This is an optimization exercise on Yosys and OpenROAD, whose aim is small area, not a production implementation. In this exercise RTL edits were held to simulation tests only and were not proved equivalent to the original. Power figures rest on the tool's default switching activity, not on a simulated workload.

## level_loader
module level_loader #(
  parameter int N_GROUND = 16,
  parameter int N_FENCE  = 16,
  parameter int N_SPIKE  = 6
) (
  input  logic                      Clk,
  input  logic                      reset_n,
  input  logic                      load_req,
  input  logic [2:0]                level_id,
  input  logic                      frame_start,
  output logic                      rom_en,
  output logic [8:0]                rom_addr,
  input  logic [28:0]               rom_data,
  output logic                      busy,
  output logic                      done,
  output logic [N_GROUND-1:0][28:0] info_ground,
  output logic [N_FENCE-1:0][28:0]  info_fence,
  output logic [N_SPIKE-1:0][20:0]  info_spince,
  output logic [1:0][9:0]           info_exit
);
  localparam int FENCE_BASE = N_GROUND;
  localparam int SPIKE_BASE = N_GROUND + N_FENCE;
  localparam int EXIT_BASE  = SPIKE_BASE + N_SPIKE;
  localparam logic [5:0] LAST_WORD = 6'(EXIT_BASE + 1);
  typedef enum logic [1:0] {IDLE, READ, DRAIN, PEND} state_t;
  state_t     state_q;
  logic [5:0] cnt_q;
  logic [2:0] id_q;
  logic       done_q;
  logic       pend_n_q;    
  logic       blank_q;     
  logic sg_q, sf_q, ss_q, se_q;
  logic sg_n_q, sf_n_q, ss_n_q, se_n_q;
  logic commit, commit_n;
  logic [28:0] din_n;
  logic [N_GROUND-1:0][28:0] sh_ground_q;
  logic [N_FENCE-1:0][28:0]  sh_fence_q;
  logic [N_SPIKE-1:0][20:0]  sh_spike_q;
  logic [1:0][9:0]           sh_exit_q;
  logic [N_GROUND-1:0][28:0] info_ground_q;
  logic [N_FENCE-1:0][28:0]  info_fence_q;
  logic [N_SPIKE-1:0][20:0]  info_spike_q;
  logic [1:0][9:0]           info_exit_q;
  wire reading = (state_q == READ);
  assign commit   = (state_q == PEND) & frame_start;
  assign commit_n = pend_n_q | ~frame_start;
  assign din_n    = ~rom_data;
  always_ff @(posedge Clk or negedge reset_n) begin
    if (!reset_n) begin
      state_q  <= IDLE;
      cnt_q    <= '0;
      id_q     <= '0;
      done_q   <= 1'b0;
      pend_n_q <= 1'b1;
      blank_q  <= 1'b1;
      sg_q     <= 1'b0;
      sf_q     <= 1'b0;
      ss_q     <= 1'b0;
  ...
For scale: ~6,200 cells after synthesis, about 2,200 flip-flops, roughly 69,000 µm² of cells after synthesis.
Settings: LEC_CHECK=0, CAP_MARGIN=20, CORE_MARGIN=2, CORE_UTILIZATION=80, CTS_BUF_LIST=sky130_fd_sc_hd__clkbuf_4 sky130_fd_sc_hd__clkbuf_8, SLEW_MARGIN=20; clock period 5.0 ns.
standard.sh (not shown) runs the stock make flow with config.mk's settings and CLKGATE_MAP_FILE= SYNTH_SCRIPT=/design/flow/synth_recipe.tcl, a recipe that flattens the netlist after the stock synthesis.
==> flow/flow/run.sh <==
#!/bin/bash
# The standard ORFS layout (the standard.sh), with two changes:
#  - port buffers use the smallest buffer cell (buf_1) instead of the flow's default pick;
#  - CTS uses small clock buffers with bounded sink clusters and no dummy loads.
set -euo pipefail
export BUFFER_PORTS_ARGS="-buffer_cell sky130_fd_sc_hd__buf_1"
export CTS_ARGS="-sink_clustering_enable -repair_clock_nets -dont_use_dummy_load -buf_list {sky130_fd_sc_hd__clkbuf_4} -sink_clustering_size 10 -sink_clustering_max_diameter 50"
bash standard.sh finish > standard.log 2>&1
The starting point never finished: it broke off in I/O pin placement with PPL-0024.
Edit:
- CORE_UTILIZATION: 80 -> 65
The changed run completed with no timing, DRC or antenna violations. Synthesized cell count stays the same. Area after synthesis does not change.
Edit:
==> flow/flow/run.sh (replaced) <==
#!/bin/bash
# The standard ORFS layout (the standard.sh), with two changes:
#  - port buffers use the smallest buffer cell (buf_1) instead of the flow's default pick;
#  - CTS does not insert dummy loads.
set -euo pipefail
export BUFFER_PORTS_ARGS="-buffer_cell sky130_fd_sc_hd__buf_1"
export CTS_ARGS="-sink_clustering_enable -repair_clock_nets -dont_use_dummy_load -buf_list {sky130_fd_sc_hd__clkbuf_4 sky130_fd_sc_hd__clkbuf_8}"
bash standard.sh finish > standard.log 2>&1
Outcome:
- The changed run passed the timing, DRC and antenna checks
- wire length climbs by 1.1%
- design area climbs by 3.6%
- setup slack improves by 0.27 ns
Edit:
--- a/flow/flow/run.sh
+++ b/flow/flow/run.sh
@@ -4 +4 @@
-#  - CTS does not insert dummy loads.
+#  - CTS uses small clock buffers with bounded sink clusters and no dummy loads.
@@ -7 +7 @@
-export CTS_ARGS="-sink_clustering_enable -repair_clock_nets -dont_use_dummy_load -buf_list {sky130_fd_sc_hd__clkbuf_4 sky130_fd_sc_hd__clkbuf_8}"
+export CTS_ARGS="-sink_clustering_enable -repair_clock_nets -dont_use_dummy_load -buf_list {sky130_fd_sc_hd__clkbuf_4} -sink_clustering_size 10 -sink_clustering_max_diameter 50"
- CORE_ASPECT_RATIO: not set -> 0.5
- CORE_UTILIZATION: 65 -> 70
The new run completed without violations. Wire length came out lower by about 7%. Clock power decreases by about 37%. Critical path depth stays the same. Synthesized cell count does not change. Sequential share of layout area came out higher by 2.1 points. Flip-flop and latch count is unchanged.

========
== main ==
The RTL this note starts from:
==> flow/design.v <==
module level_loader #(
  parameter int N_GROUND = 16,
  parameter int N_FENCE  = 16,
  parameter int N_SPIKE  = 6
) (
  input  logic                      Clk,
  input  logic                      reset_n,
  input  logic                      load_req,
  input  logic [2:0]                level_id,
  input  logic                      frame_start,
  output logic                      rom_en,
  output logic [8:0]                rom_addr,
  input  logic [28:0]               rom_data,
  output logic                      busy,
  output logic                      done,
  output logic [N_GROUND-1:0][28:0] info_ground,
  output logic [N_FENCE-1:0][28:0]  info_fence,
  output logic [N_SPIKE-1:0][20:0]  info_spince,
  output logic [1:0][9:0]           info_exit
);
  localparam int FENCE_BASE = N_GROUND;
  localparam int SPIKE_BASE = N_GROUND + N_FENCE;
  localparam int EXIT_BASE  = SPIKE_BASE + N_SPIKE;
  localparam logic [5:0] LAST_WORD = 6'(EXIT_BASE + 1);
  typedef enum logic [1:0] {IDLE, READ, DRAIN, PEND} state_t;
  state_t     state_q;
  logic [5:0] cnt_q;
  logic [2:0] id_q;
  logic       done_q;
  logic       pend_n_q;    
  logic       blank_q;     
  logic sg_q, sf_q, ss_q, se_q;
  logic sg_n_q, sf_n_q, ss_n_q, se_n_q;
  logic commit, commit_n;
  logic [28:0] din_n;
  logic [N_GROUND-1:0][28:0] sh_ground_q;
  logic [N_FENCE-1:0][28:0]  sh_fence_q;
  logic [N_SPIKE-1:0][20:0]  sh_spike_q;
  logic [1:0][9:0]           sh_exit_q;
  logic [N_GROUND-1:0][28:0] info_ground_q;
  logic [N_FENCE-1:0][28:0]  info_fence_q;
  logic [N_SPIKE-1:0][20:0]  info_spike_q;
  logic [1:0][9:0]           info_exit_q;
  wire reading = (state_q == READ);
  assign commit   = (state_q == PEND) & frame_start;
  assign commit_n = pend_n_q | ~frame_start;
  assign din_n    = ~rom_data;
  always_ff @(posedge Clk or negedge reset_n) begin
    if (!reset_n) begin
      state_q  <= IDLE;
      cnt_q    <= '0;
      id_q     <= '0;
      done_q   <= 1'b0;
      pend_n_q <= 1'b1;
      blank_q  <= 1'b1;
      sg_q     <= 1'b0;
      sf_q     <= 1'b0;
      ss_q     <= 1'b0;
      se_q     <= 1'b0;
      sg_n_q   <= 1'b1;
      sf_n_q   <= 1'b1;
      ss_n_q   <= 1'b1;
      se_n_q   <= 1'b1;
    end else begin
      done_q <= commit;
      if (commit) blank_q <= 1'b0;
      sg_q   <= reading && (cnt_q < 6'(FENCE_BASE));
      sf_q   <= reading && (cnt_q >= 6'(FENCE_BASE)) && (cnt_q < 6'(SPIKE_BASE));
      ss_q   <= reading && (cnt_q >= 6'(SPIKE_BASE)) && (cnt_q < 6'(EXIT_BASE));
      se_q   <= reading && (cnt_q >= 6'(EXIT_BASE));
      sg_n_q <= !(reading && (cnt_q < 6'(FENCE_BASE)));
      sf_n_q <= !(reading && (cnt_q >= 6'(FENCE_BASE)) && (cnt_q < 6'(SPIKE_BASE)));
      ss_n_q <= !(reading && (cnt_q >= 6'(SPIKE_BASE)) && (cnt_q < 6'(EXIT_BASE)));
      se_n_q <= !(reading && (cnt_q >= 6'(EXIT_BASE)));
      case (state_q)
        IDLE: if (load_req) begin
          id_q    <= level_id;
          cnt_q   <= 6'd0;
          state_q <= READ;
        end
        READ: begin
          if (cnt_q == LAST_WORD) state_q <= DRAIN;
          else                    cnt_q   <= cnt_q + 6'd1;
        end
        DRAIN: begin
          state_q  <= PEND;
          pend_n_q <= 1'b0;
        end
        PEND: if (frame_start) begin
          state_q  <= IDLE;
          pend_n_q <= 1'b1;
        end
        default: state_q <= IDLE;
      endcase
    end
  end
  always_ff @(posedge Clk) begin
    for (int i = 0; i < N_GROUND; i++)
      sh_ground_q[i] <= ({29{sg_q}}   & ((i == N_GROUND-1) ? din_n : sh_ground_q[(i+1) % N_GROUND]))
                      | ({29{sg_n_q}} & sh_ground_q[i]);
    for (int i = 0; i < N_FENCE; i++)
      sh_fence_q[i]  <= ({29{sf_q}}   & ((i == N_FENCE-1) ? din_n : sh_fence_q[(i+1) % N_FENCE]))
                      | ({29{sf_n_q}} & sh_fence_q[i]);
    for (int i = 0; i < N_SPIKE; i++)
      sh_spike_q[i]  <= ({21{ss_q}}   & ((i == N_SPIKE-1) ? din_n[20:0] : sh_spike_q[(i+1) % N_SPIKE]))
                      | ({21{ss_n_q}} & sh_spike_q[i]);
    sh_exit_q[1] <= ({10{se_q}} & din_n[9:0])    | ({10{se_n_q}} & sh_exit_q[1]);
    sh_exit_q[0] <= ({10{se_q}} & sh_exit_q[1])  | ({10{se_n_q}} & sh_exit_q[0]);
  end
  always_ff @(posedge Clk) begin
    info_ground_q <= ({N_GROUND*29{commit}} & sh_ground_q)
                   | ({N_GROUND*29{commit_n}} & info_ground_q);
    info_fence_q  <= ({N_FENCE*29{commit}} & sh_fence_q)
                   | ({N_FENCE*29{commit_n}} & info_fence_q);
    info_spike_q  <= ({N_SPIKE*21{commit}} & sh_spike_q)
                   | ({N_SPIKE*21{commit_n}} & info_spike_q);
    info_exit_q   <= ({20{commit}} & sh_exit_q)
                   | ({20{commit_n}} & info_exit_q);
  end
  assign rom_en      = reading;
  assign rom_addr    = {id_q, cnt_q};
  assign busy        = (state_q != IDLE);
  assign done        = done_q;
  assign info_ground = ~(info_ground_q | {N_GROUND*29{blank_q}});
  assign info_fence  = ~(info_fence_q  | {N_FENCE*29{blank_q}});
  assign info_spince = ~(info_spike_q  | {N_SPIKE*21{blank_q}});
  assign info_exit   = ~(info_exit_q   | {20{blank_q}});
endmodule
clock: 5.0 ns
lec_check: 0
cap_margin: 20
core_margin: 2
core_utilization: 65
cts_buf_list: sky130_fd_sc_hd__clkbuf_4 sky130_fd_sc_hd__clkbuf_8
slew_margin: 20
==> flow/flow/run.sh <==
#!/bin/bash
# The standard ORFS layout (the standard.sh), with two changes:
#  - port buffers use the smallest buffer cell (buf_1) instead of the flow's default pick;
#  - CTS uses small clock buffers with bounded sink clusters and no dummy loads.
set -euo pipefail
export BUFFER_PORTS_ARGS="-buffer_cell sky130_fd_sc_hd__buf_1"
export CTS_ARGS="-sink_clustering_enable -repair_clock_nets -dont_use_dummy_load -buf_list {sky130_fd_sc_hd__clkbuf_8} -sink_clustering_size 16 -sink_clustering_max_diameter 60"
bash standard.sh finish > standard.log 2>&1
The flow did not stop early for main: all stages ran, and the layout cleared the timing, DRC and antenna checks.
Input-level comparison between the feature branch and main:
==> flow/run.sh (new file) <==
#!/bin/bash
# synth_recipe.tcl (not shown) runs the flow's synth.tcl, then flattens the netlist and writes it again
# the make line also repeats each setting of config.mk as NAME=value (left out here)
make -C /OpenROAD-flow-scripts/flow DESIGN_CONFIG=/design/flow/config.mk WORK_HOME=/design/flow/orfs CLKGATE_MAP_FILE= SYNTH_SCRIPT=/design/flow/synth_recipe.tcl finish
removed: flow/flow/run.sh
removed: flow/standard.sh
[summary]
In the feature branch relative to main, maximum frequency had gone down by a few percent. Setup slack (higher): main. On clock group share of total power: the feature branch sits above main. The worst hold slack across all endpoints of the feature branch was inferior to that of main. [compare] base=main new=the feature branch: starting density of the core flat; share of post-route cells with drive strength above 1 up 5.3 points; power share of the combinational group up 1.2 points; final instance count without filler cells up 406.

==> separate check: timing with driven ports <==
In the flow no input, the clock included, has a driving cell. The finished layouts below were timed again as built, in two steps. Step 1 assumes that a clkbuf_16 drives the clock port and a buf_2 every other input. Step 2, shift: input delay + t, output delay - t, t = (earliest + latest rising clock arrival at the registers) / 2. This alone moves slack from input paths to output paths. Three values: ideal ports, drivers, drivers and shift; two values: the first two.
run	shift t [ns]	setup WS [ns]	hold slack, ns	worst setup path at the end	cell pins on the clock port's net
the second run of note 1	1.259	0.435 / 0.351 / 1.610	0.082 / 0.107 / 0.478	register to output	1
the third run of note 1	1.023	0.707 / 0.623 / 1.646	0.133 / 0.152 / 0.449	register to output	1
the fourth run of note 1	1.286	0.820 / 0.735 / 1.898	0.122 / 0.069 / 0.478	input to register	1
main	0.951	0.763 / 0.678 / 1.629	0.189 / 0.208 / 0.481	register to output	1
the feature branch	1.038	0.523 / 0.440 / 1.478	0.084 / 0.138 / 0.468	register to output	1
After both steps setup and hold are still met in every run listed.
